Context: an optimization exercise on an open-source flow, tuned for small area, a short achievable clock period and few clock cycles per item. The choices shown serve that exercise and are no tape-out recipe. The RTL was checked by simulation tests, not by an equivalence proof against the original design. Power is estimated from default activity; no workload was simulated.

### config.mk
export PLATFORM = sky130hd
export DESIGN_NAME = arp_cache_table_unit
export DESIGN_NICKNAME = arp_cache_table_unit
export VERILOG_FILES = /design/flow/design.v
export SDC_FILE = /design/flow/constraint.sdc
export NUM_CORES = 4
export LEC_CHECK = 0
export CAP_MARGIN = 20
export CORE_MARGIN = 2
export CORE_UTILIZATION = 40
export SLEW_MARGIN = 20
### constraint.sdc
create_clock -name core_clock -period 4.5 [get_ports {clk}]
set_input_delay 0.9000 -clock core_clock [delete_from_list [all_inputs] [get_ports {clk}]]
set_output_delay 0.9000 -clock core_clock [all_outputs]
set_load 0.01 [all_outputs]
### design.v
package act_pkg;
	localparam int unsigned IP_W  = 32;
	localparam int unsigned MAC_W = 48;
	localparam int unsigned ENT_W = IP_W + MAC_W;
	localparam logic FUNC_LOOKUP = 1'b0;
	localparam logic FUNC_ADD    = 1'b1;
endpackage
module act_ram #(
	parameter int unsigned WIDTH = 80
) (
	input  logic             clk,
	input  logic             we,
	input  logic [WIDTH-1:0] wdata,
	output logic [WIDTH-1:0] rdata
);
	logic [WIDTH-1:0] mem_q;
	always_ff @(posedge clk) begin
		if (we) begin
			mem_q <= wdata;
		end
	end
	assign rdata = mem_q;
endmodule
module arp_cache_table_unit #(
	parameter int unsigned ENTRIES = 8
) (
	input  logic             clk,
	input  logic             arst_n,
	input  logic             in_valid,
	output logic             in_stall,
	input  logic             func,
	input  logic [act_pkg::IP_W-1:0]  ip_address,
	input  logic [act_pkg::MAC_W-1:0] mac_address,
	output logic             out_valid,
	input  logic             out_stall,
	output logic             hit,
	output logic [act_pkg::MAC_W-1:0] mac_out
);
	localparam int unsigned IP_W  = act_pkg::IP_W;
	localparam int unsigned MAC_W = act_pkg::MAC_W;
	logic [ENTRIES-1:0][act_pkg::ENT_W-1:0] ent_q;
	logic [ENTRIES-1:0][IP_W-1:0]  ent_ip;
	logic [ENTRIES-1:0][MAC_W-1:0] ent_mac;
	logic [ENTRIES-1:0] valid_q;
	logic [ENTRIES-1:0] repl_q;      
	logic               out_vld_q;
	logic               out_hit_q;
	logic [MAC_W-1:0]   out_mac_q;
	logic               in_acc;
	logic               ip_zero;
	logic [ENTRIES-1:0] match;
	logic [ENTRIES-1:0] first;
	logic               any;
	logic [ENTRIES-1:0] wsel;
	logic [MAC_W-1:0]   rd_mac;
	assign in_stall = out_vld_q && out_stall;
	assign in_acc   = in_valid && !in_stall;
	for (genvar i = 0; i < ENTRIES; i++) begin : g_slot
		act_ram #(
			.WIDTH (IP_W + MAC_W)
		) u_slot (
			.clk   (clk),
			.we    (wsel[i]),
			.wdata ({ip_address, mac_address}),
			.rdata (ent_q[i])
		);
		assign ent_ip[i]  = ent_q[i][act_pkg::ENT_W-1 -: IP_W];
		assign ent_mac[i] = ent_q[i][MAC_W-1:0];
	end
	assign ip_zero = (ip_address == '0);
	always_comb begin
		for (int i = 0; i < ENTRIES; i++) begin
			match[i] = valid_q[i] ? (ent_ip[i] == ip_address) : ip_zero;
		end
	end
	always_comb begin
		first = '0;
		for (int i = ENTRIES - 1; i >= 0; i--) begin
			if (match[i]) begin
				first = '0;
				first[i] = 1'b1;
			end
		end
	end
	assign any = |match;
	assign wsel = (in_acc && func == act_pkg::FUNC_ADD) ? (any ? first : repl_q) : '0;
	always_comb begin
		rd_mac = '0;
		for (int i = 0; i < ENTRIES; i++) begin
			rd_mac |= (first[i] && valid_q[i]) ? ent_mac[i] : '0;
		end
	end
	always_ff @(posedge clk or negedge arst_n) begin
		if (!arst_n) begin
			valid_q   <= '0;
			repl_q    <= ENTRIES'(2);
			out_vld_q <= 1'b0;
		end else begin
			valid_q <= valid_q | wsel;
			if (in_acc && func == act_pkg::FUNC_ADD && !any) begin
				repl_q <= {repl_q[ENTRIES-2:0], repl_q[ENTRIES-1]};
			end
			if (in_acc) begin
				out_vld_q <= 1'b1;
			end else if (!out_stall) begin
				out_vld_q <= 1'b0;
			end
		end
	end
	always_ff @(posedge clk) begin
		if (in_acc) begin
			out_hit_q <= any;
			out_mac_q <= (func == act_pkg::FUNC_LOOKUP) ? rd_mac : '0;
		end
	end
	assign out_valid = out_vld_q;
	assign hit       = out_hit_q;
	assign mac_out   = out_mac_q;
endmodule
### run.sh
#!/bin/bash
# synth_recipe.tcl (not shown) runs the flow's synth.tcl, then flattens the netlist and writes it again
# the make line also repeats each setting of config.mk as NAME=value (left out here)
make -C /OpenROAD-flow-scripts/flow DESIGN_CONFIG=/design/flow/config.mk WORK_HOME=/design/flow/orfs CLKGATE_MAP_FILE= SYNTH_SCRIPT=/design/flow/synth_recipe.tcl finish
==> metrics.yaml, run 1 <==
status: "complete, no violations"
die_h_um: 265
clk_path_buf_depth: 3
finalWorstSetupSlack_ns: 0.530
root_buffer: "clkbuf_16"
initial_utilization_pct: 40.6
cts_tree: "built"
crit_required_ns: 4.78
worstReg2RegEnd: "g_slot[5].u_slot.mem_q[60]"
hold_class: "flip-flop to flip-flop"
place_inst: 2650
setup_viol: 0
clkTransAtPathRegs_ns: 0.06
hold_depth: 1
grt_pass1_wl_um: 101000
tightestPinTransition_ns: 0.959
port-buffer-count: 135
rows: 95
drt_iter0_drc: 1641
clock.fmax_mhz: 252
crit_path_top_delay_cell: "nor4b_4"
reg2reg_from: "g_slot[5].u_slot.mem_q[51]"
place.gp.congestion: 0.802
cp_top_family: "simple AND/OR/NAND/NOR gates"
ir_drop_mv: 0.262
route.detailed.drc: 0
yosysWarnings: 2
antenna_found_initial: 1
cp_num_buf_inv: 3
area_growth_pct: 23.4
netlist_instances: 1581
holdPathEnd: "repl_q[5]"
worstSetupPathDepth: 10
worst-setup-path-type: "input pin to flip-flop"
ant_nets: 0
finalNetCount: 1937
grt_pass1_vias: 15292
synth_edf_count: 689
die-area_mm2: 0.0704
drive_above_1_share_pct: 15.6
min_period_ns: 3.97
netlist_area_mm2: 0.0273
reg2reg_depth: 9
maxCapViolCount: 0
post-cts-setup-buffers: 0
wirelength_um: 67800
syn_nets: 1666
ys_ff_latch: 706
finalCritPeriodShare_pct: 88.2
cts_made_buffers: 73
grt_max_degree: 51
core_area_mm2: 0.0674
holdBufCountCts: 0
start_kind: "input pin"
fin_skew_ns: 0.0439
syn_area_per_cell_um2: 17.3
dr.pass1.iters: 6
p_leak_nw: 10.8
finalSetupTns_ns: 0
rsz0062_at_grt: "false"
dp_slack_ns: -0.0616
hold_violations: 0
h-tree-depth: 3
finalMaxSlewViolations: 0
routedWlPerCell_um: 24.4
path_max_fanout: 32
grt.total_usage_pct: 19.3
final_util_pct: 50.1
worstPathArrival_ns: 4.25
min-delay-start: "repl_q[4]"
worst_path_largest_cell_delay_ns: 0.65
rrSetupSlack_ns: 1.03
yosys_most_used_dff: "edfxtp_1"
post_cts_resized: 0
synth-async-reset-ratio_pct: 2.41
pin_count: 136
overflow: 0
slew_headroom_pct: 35.9
vias: 15326
crit_path_end_kind: "flip-flop"
ys_seq_area_share_pct: 77.3
dpl.hpwl_um: 40800
final.fill_count: 5447
power_density_mw_per_mm2: 444
clock-sinks: 706
path_cells: "clkdlybuf4s50_1, xor2_1, nor4_1, nand4_1, or4_4, buf_4, o21ai_2, a21oi_2, nor4b_4, buf_12"
ys_types: 56
clk_latency_ns: 0.64
routed_via_density: 5.51
fin_cells: 2782
die_x_um: 265
[synth_stat cells, types with 3 or more instances]
cell      number  area (µm²)
xnor2_1      108         946
a21oi_1        3        15.0
or2_2          3        18.8
clkbuf_1      42         158
nor4_1        42         263
mux2i_1        3        30.0
or3_1          3        18.8
xor2_1       143        1250
buf_6          3        33.8
dfrtp_1       16         400
a22oi_1       48         360
nand3_1       61         305
edfxtp_1     689       20700
a22o_1        48         420
inv_1         11        41.3
and4b_1        3        30.0
a21o_1        49         368
nor3_1        10        50.1
nand2b_1       3        18.8
and3_1         4        25.0
nor2_1        12        45.0
buf_2         42         210
buf_4          6        45.0
a222oi_1      48         480
nor4b_1        3        26.3
mux2_2         4        45.0
nand4_1       31         194
o21ai_0        7        35.0
a31oi_1       51         319
nand2_1       52         195
[worst reg2reg max path: stages (launching register included)]
cell and delay (ns):
edfxtp_1 0.44, xor2_1 0.17, nor4_1 0.40, nand4_1 0.33, or4_4 0.53, buf_4 0.16, o21ai_2 0.08, a21oi_2 0.07
nor4b_4 0.65, buf_12 0.30
[sequential cells by signal (all words and copies together) (netlist names)]
| register | flops |
|---|---|
| g_slot.u_slot.mem_q | 640 |
| out_mac_q | 48 |
| repl_q | 8 |
| valid_q | 8 |
| out_hit_q | 1 |
| out_vld_q | 1 |
[logic make-up (layout without fill, tap and decap cells)]
logic type / count (synthesis) / in the layout / synth area share [%]
buffers and inverters: 105 / 432 / 1.80
AOI/OAI and AO/OA: 267 / 267 / 7.70
muxes: 8 / 8 / 0.316
other: 0 / 1 / 0
DFF: 706 / 706 / 77.3
xor gates and xnor gates: 251 / 251 / 8.04
and+or+nand+nor: 244 / 244 / 4.88
[per-layer routing]
| layer | vias to the layer above | part of all wire [%] | GRT usage, % | routed length [µm] |
|---|---|---|---|---|
| met5 | - | 0 | 0 | 0 |
| met4 | 0 | 2.1 | 5.83 | 1390 |
| met3 | 87 | 6.0 | 2.71 | 4040 |
| met2 | 530 | 48 | 30.8 | 32600 |
| met1 | 7894 | 44 | 27.5 | 29800 |
| li1 | 6815 | - | - | - |
[power breakdown]
part	total (mW)	switching, mW	internal [mW]
logic	1.15	0.707	0.446
registers	7.93	0.162	7.76
clock network	5.91	2.51	3.39
[worst max path at each step]
stage                        start                          to
floorplan           ip_address[15]   g_slot[7].u_slot.mem_q[0]
detailed placement   ip_address[5]  g_slot[5].u_slot.mem_q[13]
global placement     ip_address[5]               out_mac_q[41]
CTS                  ip_address[5]  g_slot[5].u_slot.mem_q[60]
global route         ip_address[5]  g_slot[5].u_slot.mem_q[60]
finish               ip_address[5]  g_slot[5].u_slot.mem_q[60]
[area by class of cell]
type / count / area, µm² / area share (%)
diodes: 1 / 2.50 / 0.00742
clock buffers: 89 / 1910 / 5.66
clock inverters: 42 / 437 / 1.29
inverters: 11 / 41.3 / 0.122
multi-input cells: 770 / 5950 / 17.6
flip-flops and latches: 706 / 21100 / 62.6
well taps: 873 / 1090 / 3.24
repair buffers: 290 / 3190 / 9.46
[layout by cell type, fill, tap and decap left out, types with 31 or more instances in the layout]
master and count:
nand4_1 31, buf_12 54, xnor2_1 108, clkbuf_16 74
a222oi_1 48, xor2_1 143, edfxtp_1 689, a21o_1 49
buf_4 100, nor4_1 35, clkdlybuf4s50_1 134, a31oi_1 50
nand2_1 52, a22oi_1 48, a22o_1 48, nand3_1 61
[per-stage QoR]
step	instance area (µm²)	hold slack, ns	total power [mW]
final	33700	0.508	15.0
after global routing	33700	0.512	15.5
after CTS	33700	0.507	15.1
after detailed placement	31400	0.496	9.23
after global placement	31400	0.490	9.20
after floorplan	27800	0.461	8.60
Testbench counts, summed over its fixed seeds: cycles 16,008, items 16,000.
==> run 2: changes to the inputs <==
--- a/config.mk
+++ b/config.mk
@@ -5,7 +5,9 @@
 export SDC_FILE = /design/flow/constraint.sdc
 export NUM_CORES = 4
 export LEC_CHECK = 0
+export ABC_CLOCK_PERIOD_IN_PS = 2500
 export CAP_MARGIN = 20
 export CORE_MARGIN = 2
 export CORE_UTILIZATION = 40
+export SETUP_SLACK_MARGIN = 1.5
 export SLEW_MARGIN = 20
==> run 2 against run 1 <==
Critical path type unchanged. Clock power is 4.1% higher. Still clean. Die area stayed put. Area after synthesis stayed put. Register-to-register slack better by 0.20 ns. Combinational power is 100% higher. Hold slack better by 0.0086 ns. Highest routed layer is now met5. Routed wire length is 34% higher.
==> metrics.yaml, run 2 <==
routed_via_density: 5.74  # +4.1%
netlist_area_mm2: 0.0273  # unchanged
syn_nets: 1666  # unchanged
core_area_mm2: 0.0674  # unchanged
p_total_mw: 16.4  # +9.5%
holdBufCountCts: 0  # unchanged
dr.pass1.iters: 6  # unchanged
drive_above_1_share_pct: 33.4  # +18 points
ant_nets: 0  # unchanged
worstPathArrival_ns: 3.84  # -0.41 ns
p_leak_nw: 13.9  # +29%
die_h_um: 265  # unchanged
drt_iter0_drc: 2278  # +39%
largest_reg_flops: 640  # unchanged
cts_tree: "built"
finalMaxSlewViolations: 0  # unchanged
dpl.hpwl_um: 39700  # -2.7%
switchingPower_mw: 3.87  # +14%
ir_drop_mv: 0.284  # +8.3%
hold_violations: 0  # unchanged
rows: 95  # unchanged
design_area_mm2: 0.0403  # +19%
synth_top_area_share_pct: 75.7  # unchanged
reg.largest.list: "g_slot.u_slot.mem_q (640), out_mac_q (48)"
start_kind: "input pin"
vias: 17895  # +17%
layout_commonest_cell: "edfxtp_1"
pwr-share-seq_pct: 48.4  # -4.5 points
min_period_ns: 3.45  # -0.523 ns
finalNetCount: 2273  # +17%
wirelength_um: 90600  # +34%
synth_edf_count: 689  # unchanged
routedWlPerCell_um: 29.1  # +19%
yosysTopAreaCell: "edfxtp_1"
route.detailed.drc: 0  # unchanged
area_growth_pct: 47.5
worst-setup-path-type: "input pin to flip-flop"
ys_ff_latch: 706  # unchanged
clkPwrFrac_pct: 37.5  # -1.9 points
crit_path_end_kind: "flip-flop"
clk_latency_ns: 0.63  # about the same
maxCapViolCount: 0  # unchanged
finalWorstSetupSlack_ns: 1.05  # +0.523 ns
port-buffer-count: 135  # unchanged
multi_input_area_mm2: 0.00663  # +11%
cts_made_buffers: 72  # -1.4%
yosys_most_used_dff: "edfxtp_1"
regMostFlops: "g_slot.u_slot.mem_q"
comb_power_share_pct: 14.1  # +6.4 points
grt_pass1_vias: 17421  # +14%
initial_utilization_pct: 40.6  # unchanged
synth_common_cells: "689 x edfxtp_1, 143 x xor2_1, 108 x xnor2_1"
h-tree-depth: 3  # unchanged
place.gp.congestion: 0.779  # -2.9%
p_int_mw: 12.5  # +8.1%
pin_count: 136  # unchanged
path_max_fanout: 6  # -81%
ys_types: 56  # unchanged
overflow: 0  # unchanged
synthTopCellsByArea: "edfxtp_1 76%, xor2_1 4.6%, xnor2_1 3.5%"
yosysWarnings: 2  # unchanged
clock-sinks: 706  # unchanged
final.fill_count: 4585  # -16%
root_buffer: "clkbuf_16"
switching_share_pct: 23.6  # +0.99 points
status: "complete, no violations"
power_density_mw_per_mm2: 407  # -8.4%
syn_area_per_cell_um2: 17.3  # unchanged
setup_viol: 0  # unchanged
ff_latch_area_mm2: 0.0211  # unchanged
crit_required_ns: 4.89  # +0.11 ns
clk_path_buf_depth: 3  # unchanged
antenna_found_initial: 3  # +2
rsz0062_at_grt: "true"
place_area_mm2: 0.0314  # about the same
clock.fmax_mhz: 290  # +15%
slew_headroom_pct: 36.4  # +0.49 points
clkTransAtPathRegs_ns: 0.07  # about the same
tightestPinTransition_ns: 0.952  # -0.00731 ns
rrSetupSlack_ns: 1.23  # +0.20 ns
fin_skew_ns: 0.0343  # -0.00961 ns
die_x_um: 265  # unchanged
die-area_mm2: 0.0704  # unchanged
synth-async-reset-ratio_pct: 2.41  # unchanged
yosysMostFrequentCell: "edfxtp_1"
ys_seq_area_share_pct: 77.3  # unchanged
most-common-layout-cells: "689 x edfxtp_1, 175 x buf_4, 127 x buf_12"
dp_slack_ns: -0.230  # -0.169 ns
grt_pass1_wl_um: 124000  # +23%
grt_max_degree: 50  # -2.0%
final_util_pct: 59.8  # +9.8 points
finalCritPeriodShare_pct: 76.6  # -12 points
netlist_instances: 1581  # unchanged
grt.total_usage_pct: 24.8  # +5.5 points
hold_class: "flip-flop to flip-flop"
run 2: through the flow:
| stage | setup TNS, ns | cells | hold WS, ns |
|---|---|---|---|
| 2_1_floorplan | -180.26 | 1581 | 0.461 |
| 3_3_place_gp | -52.92 | 2621 | 0.491 |
| 3_5_place_dp | -33.87 | 2621 | 0.494 |
| 5_1_grt | 0 | 3118 | 0.531 |
| 6_report | 0 | 3119 | 0.516 |
| 4_1_cts | 0 | 3069 | 0.513 |
run 2: worst paths after layout:
path                                                 start                          to  depth (start not counted)
worst max-delay path                        ip_address[31]  g_slot[0].u_slot.mem_q[38]                         18
worst min-delay path                             repl_q[7]                   repl_q[7]                          1
worst max register to register  g_slot[6].u_slot.mem_q[70]  g_slot[2].u_slot.mem_q[32]                         16
worst min register to register                   repl_q[7]                   repl_q[7]                          1
max in group asynchronous                           arst_n                  valid_q[5]                          1
min in group asynchronous                           arst_n                  valid_q[0]                          1
run 2: what timing repair did:
| item | in CTS | in global routing |
|---|---|---|
| setup endpoints to repair | 706 | 703 |
| pin swaps | 73 | 45 |
| resized for setup | 375 | 94 |
| buffers inserted | 238 | 31 |
| cloned | 81 | 16 |
run 2: power groups by stage:
stage / Sequential [mW] / Clock [mW] / Combinational [mW]
after floorplan: 8.05 / 0 / 0.562
after global placement: 8.05 / 0 / 1.14
after detailed placement: 8.06 / 0 / 1.16
after CTS: 7.94 / 6.16 / 2.08
after global routing: 7.98 / 6.45 / 2.39
final: 7.95 / 6.15 / 2.31
run 2: cells by family (layout without fill, tap and decap cells):
logic type | Yosys count | count (layout) | share of synthesized area, %
compound gates | 267 | 267 | 7.70
xor+xnor | 251 | 251 | 8.04
simple gates | 244 | 244 | 4.88
flops | 706 | 706 | 77.3
other cells | 0 | 3 | 0
buf+inv | 105 | 767 | 1.80
mux | 8 | 8 | 0.316
run 2: final cells by class:
cell class | count | share of cell area (%)
inverters | 11 | 0.102
multi-input cells | 770 | 16.4
clock buffers | 90 | 4.74
well taps | 873 | 2.71
clock inverters | 39 | 1.19
repair buffers | 627 | 22.4
flip-flops and latches | 706 | 52.4
diodes | 3 | 0.0186
run 2: critical path: stages:
cell,delay (ns)
buf_6,0.11
buf_12,0.12
buf_12,0.13
buf_4,0.14
xor2_1,0.15
nor4_1,0.30
nand4_1,0.23
or3_4,0.44
nand4b_1,0.18
buf_4,0.16
nor2_4,0.05
nand4_1,0.13
buf_12,0.14
o22ai_4,0.08
buf_12,0.16
buf_4,0.14
buf_8,0.13
buf_16,0.14
run 2: per-layer routing:
layer / routed length, µm / global-route usage (%) / up-vias
met1: 35100 / 33.2 / 9050
met5: 10 / 0 / -
li1: - / - / 7538
met3: 8910 / 5.30 / 217
met4: 3830 / 10.4 / 2
met2: 42700 / 39.2 / 1088

-- what the ideal ports hide --
No port has a modelled driver above. Below, the same layouts with a new extraction and two added sets of constraints. Step 1 sets driving cells, clkbuf_16 on the clock port and buf_2 on the other inputs (assumed; they add their load-dependent delay and slew). Step 2 adds t to the input delays and takes it off the output delays; t is the mean of the earliest and latest rising clock arrival at the registers after step 1. Input paths then give back, and output paths get back, about the clock's delay inside the block. Slacks: no drivers / after step 1 / after step 2; pairs: no drivers / after step 1.
run | t (ns) | slack for setup (ns) | hold slack, ns | worst register clock-pin slew, ns
run 1 | 0.676 | 0.530 / 0.572 / -0.104 | 0.508 / 0.508 / 0.508 | 0.06 / 0.06
run 2 | 0.683 | 1.053 / 1.088 / 0.405 | 0.516 / 0.516 / 0.516 | 0.07 / 0.07
Met with ideal ports but missed after step 2: setup timing in run 1. The setup slack of run 2, which loses most, moves by +0.035 ns with the drivers and by -0.648 ns with both steps.
